Background: an optimization exercise with open tools, aiming at small area, a short achievable clock period and few clock cycles per item. Do not read the settings as production practice. In this exercise RTL edits were held to simulation tests only and were not proved equivalent to the original. Power is estimated from default activity; no workload was simulated.

File: flow/run.sh
#!/bin/bash
# synth_recipe.tcl (not shown) runs the flow's synth.tcl, then flattens the netlist and writes it again
# the make line also repeats each setting of config.mk as NAME=value (left out here)
make -C /OpenROAD-flow-scripts/flow DESIGN_CONFIG=/design/flow/config.mk WORK_HOME=/design/flow/orfs CLKGATE_MAP_FILE= SYNTH_SCRIPT=/design/flow/synth_recipe.tcl finish
File: flow/config.mk
export PLATFORM = sky130hd
export DESIGN_NAME = decimal_text_to_int_parser
export DESIGN_NICKNAME = decimal_text_to_int_parser
export VERILOG_FILES = /design/flow/design.v
export SDC_FILE = /design/flow/constraint.sdc
export NUM_CORES = 4
export LEC_CHECK = 0
export CAP_MARGIN = 20
export CORE_MARGIN = 2
export CORE_UTILIZATION = 40
export SETUP_SLACK_MARGIN = 5
export SLEW_MARGIN = 20
File: flow/constraint.sdc
create_clock -name core_clock -period 10.0 [get_ports {clk}]
set_input_delay 2.0000 -clock core_clock [delete_from_list [all_inputs] [get_ports {clk}]]
set_output_delay 2.0000 -clock core_clock [all_outputs]
set_load 0.01 [all_outputs]
File: flow/design.v
`default_nettype none
package dtip_pkg;
	localparam logic [3:0] C_MINUS = 4'b1010;
	localparam logic [3:0] C_PLUS  = 4'b1011;
	localparam logic [3:0] C_E     = 4'b1100;
	localparam logic [3:0] C_OTHER = 4'b1111;
	localparam logic [2:0] PH_SIGN       = 3'd0;
	localparam logic [2:0] PH_DIGITS     = 3'd1;
	localparam logic [2:0] PH_EXP_SIGN   = 3'd2;
	localparam logic [2:0] PH_EXP_DIGITS = 3'd3;
	localparam logic [2:0] PH_STOP       = 3'd4;
endpackage
`default_nettype wire
`default_nettype none
module decimal_text_to_int_parser (
	input  wire logic  clk,
	input  wire logic  arst_n,
	input  wire logic  cfg_we,
	input  wire logic  cfg_wdata,
	input  wire logic        in_valid,
	output logic             in_ready,
	input  wire logic [7:0]  in_char,
	input  wire logic        in_last,
	output logic             out_valid,
	input  wire logic        out_ready,
	output logic [31:0]      out_value
);
	logic       av_q, bv_q;      
	logic       al_q, bl_q;
	logic [3:0] ac_q, bc_q;
	logic       rdy_q;
	logic [3:0] in_code;
	logic       accept;
	always_comb begin
		if (in_char[7:4] == 4'h3 && in_char[3:0] <= 4'd9)
			in_code = in_char[3:0];
		else if (in_char == 8'h2D)
			in_code = dtip_pkg::C_MINUS;
		else if (in_char == 8'h2B)
			in_code = dtip_pkg::C_PLUS;
		else if (in_char == 8'h45)
			in_code = dtip_pkg::C_E;
		else
			in_code = dtip_pkg::C_OTHER;
	end
	assign in_ready = rdy_q;
	assign accept   = in_valid && rdy_q;
	logic        exp_en_q;
	logic        fresh_q;    
	logic [2:0]  phase_q;
	logic        neg_q;
	logic        sat_q;
	logic        zero_q;
	logic [3:0]  exp_q;      
	logic        eneg_q;
	logic [3:0]  nsig_q;     
	logic        mval_q;     
	logic [31:0] mag_q;      
	logic        scale_q;
	logic        dec_q;      
	logic        all9_q;
	logic [1:0]  chunk_q;
	logic [3:0]  rem_q;
	logic        ov_q;
	logic        take;
	logic [2:0]  phase_e;
	logic        neg_e, sat_e, eneg_e;
	logic [3:0]  exp_e, nsig_e;
	assign phase_e = fresh_q ? dtip_pkg::PH_SIGN : phase_q;
	assign neg_e   = neg_q  && !fresh_q;
	assign sat_e   = sat_q  && !fresh_q;
	assign eneg_e  = eneg_q && !fresh_q;
	assign exp_e   = exp_q  & {4{!fresh_q}};
	assign nsig_e  = nsig_q & {4{!fresh_q}};
	logic        is_dig, is_minus, is_plus, is_e;
	logic [3:0]  d;
	assign d        = ac_q;
	assign is_dig   = !(ac_q[3] && (ac_q[2] || ac_q[1]));
	assign is_minus = (ac_q == dtip_pkg::C_MINUS);
	assign is_plus  = (ac_q == dtip_pkg::C_PLUS);
	assign is_e     = (ac_q == dtip_pkg::C_E);
	logic [4:0]  dd;         
	logic [30:0] x;
	logic [34:0] m;
	logic        eqk;        
	logic        m_ovf;
	always_comb begin
		if (scale_q)
			dd = neg_q ? 5'd9 : 5'd0;
		else if (!neg_e)
			dd = {1'b0, d};
		else if (nsig_e == 4'd0)
			dd = {1'b0, d} - 5'd1;
		else
			dd = {1'b0, d} + 5'd9;
	end
	assign x     = mag_q[30:0] & {31{mval_q}};
	assign m     = {1'b0, x, 3'b000} + {3'b000, x, 1'b0} + {30'd0, dd};
	assign eqk   = (mag_q[30:0] == 31'd214748363);
	assign m_ovf = (|m[34:31]) || (neg_e && !scale_q && mval_q && eqk && d == 4'd8);
	logic        take_mant, take_exp, mant_dig, exp_dig;
	logic [2:0]  phase_nx;
	logic        neg_nx, eneg_nx;
	logic [3:0]  exp_nx, nsig_nx;
	assign take_mant = ((phase_e == dtip_pkg::PH_SIGN) && !is_minus && !is_plus) ||
		(phase_e == dtip_pkg::PH_DIGITS);
	assign take_exp  = ((phase_e == dtip_pkg::PH_EXP_SIGN) && !is_minus && !is_plus) ||
		(phase_e == dtip_pkg::PH_EXP_DIGITS);
	assign mant_dig  = take_mant && is_dig;
	assign exp_dig   = take_exp && is_dig;
	always_comb begin
		phase_nx = phase_e;
		neg_nx   = neg_e;
		exp_nx   = exp_e;
		eneg_nx  = eneg_e;
		nsig_nx  = nsig_e;
		if (phase_e == dtip_pkg::PH_SIGN && is_minus) begin
			neg_nx = !neg_e;
		end else if (phase_e == dtip_pkg::PH_EXP_SIGN && is_minus) begin
			eneg_nx  = 1'b1;
			phase_nx = dtip_pkg::PH_EXP_DIGITS;
		end else if (phase_e == dtip_pkg::PH_EXP_SIGN && is_plus) begin
			phase_nx = dtip_pkg::PH_EXP_DIGITS;
		end else if (take_mant) begin
			if (is_dig) begin
				phase_nx = dtip_pkg::PH_DIGITS;    
				if (nsig_e != 4'd0 || d != 4'd0)
					nsig_nx = nsig_e + 4'd1;
			end else if (is_e && exp_en_q && !al_q) begin
				phase_nx = dtip_pkg::PH_EXP_SIGN;
			end else begin
				phase_nx = dtip_pkg::PH_STOP;
			end
		end else if (take_exp) begin
			if (is_dig) begin
				phase_nx = dtip_pkg::PH_EXP_DIGITS;
				exp_nx   = (exp_e != 4'd0) ? 4'd10 : d;
			end else begin
				phase_nx = dtip_pkg::PH_STOP;
			end
		end
	end
	logic [3:0] ef;
	logic [4:0] sum_ne;
	logic       d_scale, d_sat, d_zero;
	assign ef     = exp_dig ? ((exp_e != 4'd0) ? 4'd10 : d) : exp_e;
	assign sum_ne = {1'b0, nsig_e} + {1'b0, ef};
	assign d_scale = !mant_dig && ef != 4'd0 && nsig_e != 4'd0 &&
		(eneg_e ? (ef < nsig_e) : (sum_ne <= 5'd10));
	assign d_sat   = (mant_dig && m_ovf) || sat_e ||
		(!mant_dig && !eneg_e && ef != 4'd0 && nsig_e != 4'd0 && sum_ne >= 5'd11);
	assign d_zero  = (nsig_nx == 4'd0) || (!mant_dig && eneg_e && ef != 4'd0 && ef >= nsig_e);
	logic [7:0] dq;
	logic [3:0] dr;
	always_comb begin
		logic q;
		dr = (chunk_q == 2'd0) ? 4'd0 : rem_q;
		for (int i = 7; i >= 0; i--) begin
			q     = dr[3] || (dr[2] && (dr[1] || dr[0]));
			dq[i] = q;
			dr    = {q ? (dr[3] && dr[0]) : dr[2],
				q ? (dr[3] ? !dr[0] : (dr[1] && dr[0])) : dr[1],
				dr[0] ^ q,
				mag_q[24 + i]};
		end
	end
	logic [7:0] wd;
	always_comb begin
		logic lz;
		lz = ((chunk_q == 2'd3) || !(|mag_q[23:16])) && (chunk_q[1] || !(|mag_q[15:8])) &&
			(chunk_q[1] || chunk_q[0] || !(|mag_q[7:0]));
		for (int i = 0; i < 8; i++) begin
			wd[i] = mag_q[24 + i] ^ lz;
			lz    = lz && !mag_q[24 + i];
		end
	end
	always_comb begin
		for (int i = 0; i < 31; i++)
			out_value[i] = sat_q ? !neg_q : (!zero_q && (mag_q[i] ^ neg_q));
		out_value[31] = neg_q && (sat_q || !zero_q);
	end
	assign out_valid = ov_q;
	logic last9, div_end, scale_end;
	assign last9     = (dr == 4'd9);
	assign div_end   = chunk_q == 2'd3 && exp_q == 4'd1;
	assign scale_end = scale_q && (!eneg_q ? (m_ovf || exp_q == 4'd1) :
		(chunk_q == 2'd3 && (dec_q || (exp_q == 4'd1 && !(neg_q && !(all9_q && last9))))));
	logic take_last;
	assign take      = av_q && !scale_q && (!ov_q || out_ready);
	assign take_last = take && al_q;
	logic scale_nx, fresh_nx;
	logic [3:0] nsig_new;
	assign scale_nx = take ? (al_q && d_scale) : (scale_q && !scale_end);
	assign fresh_nx = take ? al_q : fresh_q;
	assign nsig_new = take ? nsig_nx : nsig_q;
	always_ff @(posedge clk or negedge arst_n) begin
		if (!arst_n) begin
			av_q     <= 1'b0;
			bv_q     <= 1'b0;
			rdy_q    <= 1'b1;
			exp_en_q <= 1'b0;
			fresh_q  <= 1'b1;
			scale_q  <= 1'b0;
			ov_q     <= 1'b0;
			mval_q   <= 1'b0;
		end else begin
			if (take) begin
				av_q  <= bv_q || accept;
				bv_q  <= bv_q && accept;
				rdy_q <= 1'b1;
			end else begin
				av_q  <= av_q || accept;
				bv_q  <= bv_q || (av_q && accept);
				rdy_q <= !(av_q && (bv_q || accept));
			end
			if (cfg_we)
				exp_en_q <= cfg_wdata;
			fresh_q <= fresh_nx;
			scale_q <= scale_nx;
			mval_q  <= scale_nx || (!fresh_nx && nsig_new != 4'd0);
			ov_q    <= (take_last && !d_scale) || scale_end || (ov_q && !out_ready);
		end
	end
	always_ff @(posedge clk) begin
		if (take && bv_q) begin
			ac_q <= bc_q;
			al_q <= bl_q;
		end else if (take || !av_q) begin
			ac_q <= in_code;
			al_q <= in_last;
		end
		if (accept) begin
			bc_q <= in_code;
			bl_q <= in_last;
		end
		if (take) begin
			phase_q <= (mant_dig && m_ovf) ? dtip_pkg::PH_STOP : phase_nx;
			neg_q   <= neg_nx;
			sat_q   <= al_q ? d_sat : (sat_e || (mant_dig && m_ovf));
			zero_q  <= d_zero;
			eneg_q  <= eneg_nx;
			exp_q   <= al_q ? ef : exp_nx;
			nsig_q  <= nsig_nx;
			chunk_q <= 2'd0;
			dec_q   <= 1'b0;
			all9_q  <= 1'b1;
			if (mant_dig)
				mag_q <= {1'b0, m[30:0]};
		end else if (scale_q) begin
			if (!eneg_q) begin
				mag_q <= {1'b0, m[30:0]};
				exp_q <= exp_q - 4'd1;
				if (m_ovf)
					sat_q <= 1'b1;
			end else begin
				mag_q   <= {mag_q[23:0], dec_q ? wd : dq};
				rem_q   <= dr;
				chunk_q <= chunk_q + 2'd1;
				if (chunk_q == 2'd3 && !dec_q) begin
					exp_q  <= exp_q - 4'd1;
					all9_q <= all9_q && last9;
					if (exp_q == 4'd1)
						dec_q <= 1'b1;
				end
			end
		end
	end
endmodule
`default_nettype wire
==> results.txt <==
-- cell families (layout without fill, tap and decap cells) --
group / after synthesis / after routing / share of synthesized area, %
flops: 73 / 73 / 26.2
simple gates: 288 / 288 / 18.1
compound gates: 371 / 371 / 29.8
buf+inv: 110 / 138 / 5.30
fa+ha+maj: 90 / 90 / 14.6
xor+xnor: 37 / 37 / 4.09
mux: 14 / 14 / 1.92
-- per-stage QoR --
stage,std cells,setup WS (ns),power [mW],cell area (um^2)
final,1276,5.09,2.25,9190
after global routing,1276,4.85,2.42,9190
after CTS,1269,5.00,2.23,9020
after global placement,1247,4.33,1.83,8620
after floorplan,983,5.01,1.41,7990
after detailed placement,1247,4.18,1.84,8620
-- worst max-delay path: stages, from the launching register on --
cell and delay (ns):
dfstp_4 0.65, nand2b_4 0.16, ha_4 0.12, and3_4 0.21, ha_4 0.20, a21o_1 0.18, a2111o_1 0.36, a21oi_1 0.14
a31oi_1 0.08, fa_1 0.56, inv_2 0.06, fa_2 0.34, a21o_1 0.18, a21oi_2 0.16, o21a_1 0.20, o21ai_2 0.10
a31o_4 0.24, o21a_1 0.19, o22a_1 0.17, a21oi_2 0.13, xor2_1 0.16, o21ai_1 0.07
-- what timing repair did --
item	in CTS	in global routing
setup endpoints to repair	27	48
buffers inserted	6	7
gates resized for setup	9	25
hold endpoints to repair	0	0
pin swaps	4	27
-- placed cells by master, fill, tap and decap left out, types with 6 or more instances in the layout --
master,count
nand3_1,28
mux2_2,9
o21bai_1,7
xnor2_1,24
nand4_1,7
o21a_1,12
nor3_1,12
xor2_1,13
nand2_1,77
ha_1,79
buf_4,18
o21ai_1,6
and3_1,6
dfrtp_1,6
dfxtp_1,8
nor4_1,10
edfxtp_1,57
o22ai_1,38
nor3b_1,6
a211oi_1,12
nor2_1,62
inv_1,48
a21oi_1,99
clkdlybuf4s50_1,48
a31oi_1,11
o211ai_1,9
a21o_1,24
o31ai_1,8
nand2b_1,10
nor2b_1,8
and2_1,34
o21ai_0,72
clkbuf_16,9
-- state kept, by name, indices dropped and copies added, names as in the netlist, 2 cells and up --
register	cells
mag_q	32
ac_q	4
bc_q	4
exp_q	4
nsig_q	4
rem_q	4
phase_q	3
chunk_q	2
-- cell type report --
type | count | area [um^2] | area share [%]
Clock inverter | 6 | 81.3 | 0.885
Clock buffer | 10 | 239 | 2.60
Tap cell | 265 | 332 | 3.61
Multi-Input combinational cell | 800 | 5620 | 61.2
Inverter | 55 | 210 | 2.29
Timing Repair Buffer | 67 | 627 | 6.82
Sequential cell | 73 | 2080 | 22.6
-- cells in the mapped netlist (8+ instances only) --
library cell | count | area [um^2]
nor2_1 | 63 | 236
o21a_1 | 12 | 90.1
a31oi_1 | 11 | 68.8
mux2_2 | 9 | 101
o21ai_0 | 79 | 395
dfxtp_1 | 8 | 160
nand3_1 | 28 | 140
o31ai_1 | 10 | 75.1
a21o_1 | 24 | 180
nand2_1 | 79 | 297
inv_1 | 50 | 188
ha_1 | 83 | 1040
o211ai_1 | 9 | 67.6
edfxtp_1 | 57 | 1710
a211oi_1 | 13 | 97.6
nor3_1 | 13 | 65.1
clkbuf_1 | 48 | 180
xnor2_1 | 24 | 210
o22ai_1 | 38 | 238
nor4_1 | 10 | 62.6
nor2b_1 | 8 | 50.1
xor2_1 | 13 | 114
and2_1 | 34 | 213
a21oi_1 | 104 | 521
nand2b_1 | 13 | 81.3
-- worst max path at each step --
stage          startpoint    endpoint  slack (ns)  depth (start not counted)
2_1_floorplan     fresh_q   mag_q[24]        5.01                         24
3_3_place_gp      fresh_q  phase_q[2]        4.33                         21
3_5_place_dp      fresh_q      mval_q        4.18                         21
4_1_cts           fresh_q   mag_q[24]        5.00                         21
5_1_grt           fresh_q   mag_q[24]        4.85                         21
6_report          fresh_q   mag_q[24]        5.09                         21
-- where the power goes --
part,internal (mW),switching (mW),leakage [nW]
clock network,0.224,0.137,0.156
registers,0.480,0.160,0.676
logic,0.522,0.731,2.96
-- layer usage --
metal,part of all wire (%),vias to the layer above,GRT usage (%)
met3,5.9,28,4.51
met5,0,-,0
met2,43,202,34.1
met1,49,3638,32.8
li1,-,3740,-
met4,1.8,0,6.69
==> results.txt <==
Worst flop-to-flop path startpoint: fresh_q
Peak Freq: 204 MHz
Netlist cell types: 81
Share of cells above drive strength 1: 8.70%
Post-route ant nets: 0
Max-cap violation count: 0
Io pins: 49
Mapped Cells: 983
Die ar.: 21000 um^2
Hold-fix buffer count after cts: 0
Worst-Margin Slew: 0.949 ns
Fill cell count: 1942
FP Rows: 51
FF+latch count, synth: 73
Sequential share of the synthesized area: 26.2%
Worst hold path type: reg -> reg
Die Ht: 145 um
Leak Pwr: 3.79 nW
Critical path arrival: 5.00 ns
Synthesized cell area: 7930 um^2
Flop-to-flop setup slack: 5.09 ns
DRC: 0
DIE WIDTH: 145 um
Final Hold Violating Endpoints: 0
Total Routing Usage GR: 22.7%
Antenna violations before repair: 0
Largest net degree at the start of global routing: 39
Run status: complete, no violations
TritonCTS clock tree: built
Worst-Skew Late Latency: 0.35 ns
First-pass iteration count of the detailed router: 5
Via/cell ratio: 5.96
YS warnings: 1
Worst Path Max Fanout: 5
Grt ovf: 0
Fraction of registers with async set/reset: 11.0%
Power Density: 245 nW/um^2
Core Region: 19500 um^2
Initial DRC count: 548
Syn_area_per_cell: 8.07 um^2
Top_reg_cell synth: edfxtp_1
Sinks on the clock net: 73
Worst Reg-to-Reg Cells: 21
Wire per inst: 18.4 um
Hold Path Origin: bv_q
Initial core utilization: 40.8%
CP endpoint kind: register
Critical path type: reg -> reg
Min cycle time layout: 4.91 ns
Worst r2r dst: mag_q[24]
Fin Setup TNS: 0 ns
Vias in the first global route: 7048
# diodes: 0
Startpoint types: register
Unrepaired setup endpoints after global routing: true
Final net count: 1109
Port Buffers: 48
TritonCTS buffer count: 9
Slew Limit Headroom: 36.7%
Hold Path Depth: 1
Drt total wl: 23500 um
Global-route wire length before repair: 37300 um
Worst Path Required: 10.09 ns
Hold slack: 0.486 ns
Syn nets: 1086
Longest Clk Path Bufs: 2
Layout area overhead: 15.9%
Final setup viols: 0
H-Tree Level Count: 3
Clk_skew: 0.0123 ns
Fin util: 47.2%
Gpl congestion: 0.903
Hold endpoint: rdy_q
Max Slew Vio Count: 0
Root Buffer: clkbuf_16
Post-DP HPWL: 16900 um
Max rail drop VDD: 0.000131 V
Vias: 7608
Period utilisation layout: 49.1%
Clk slew on worst S/H paths: 0.06 ns
Post-synth EDFFs: 57
Testbench counts, summed over its fixed seeds: cycles 15,027, strings 2,400.

## re-timing with driven ports
The results above use ideal ports. As a check the final layout listed here was re-extracted and re-timed, cells and wires unchanged.
Step 1: set_driving_cell puts a clkbuf_16 on clk and a buf_2 on each other input, an assumption about the parent block.
Step 2 times the ports against the registers' clock, not the clock port: input delays grow and output delays shrink by t, the midpoint of the rising clock arrivals with the driver on.
a / b / c = no drivers / after step 1 / after step 2; a / b = the first two.
t (ns): 0.388
slack for setup (ns): 5.090 / 5.090 / 5.090
worst setup path after step 2: register to register
pins driven straight from the clock port: 1
After both steps setup and hold are still met in this run. For this run, drivers alone change the setup slack by 0.000 ns; drivers and shift together by 0.000 ns.
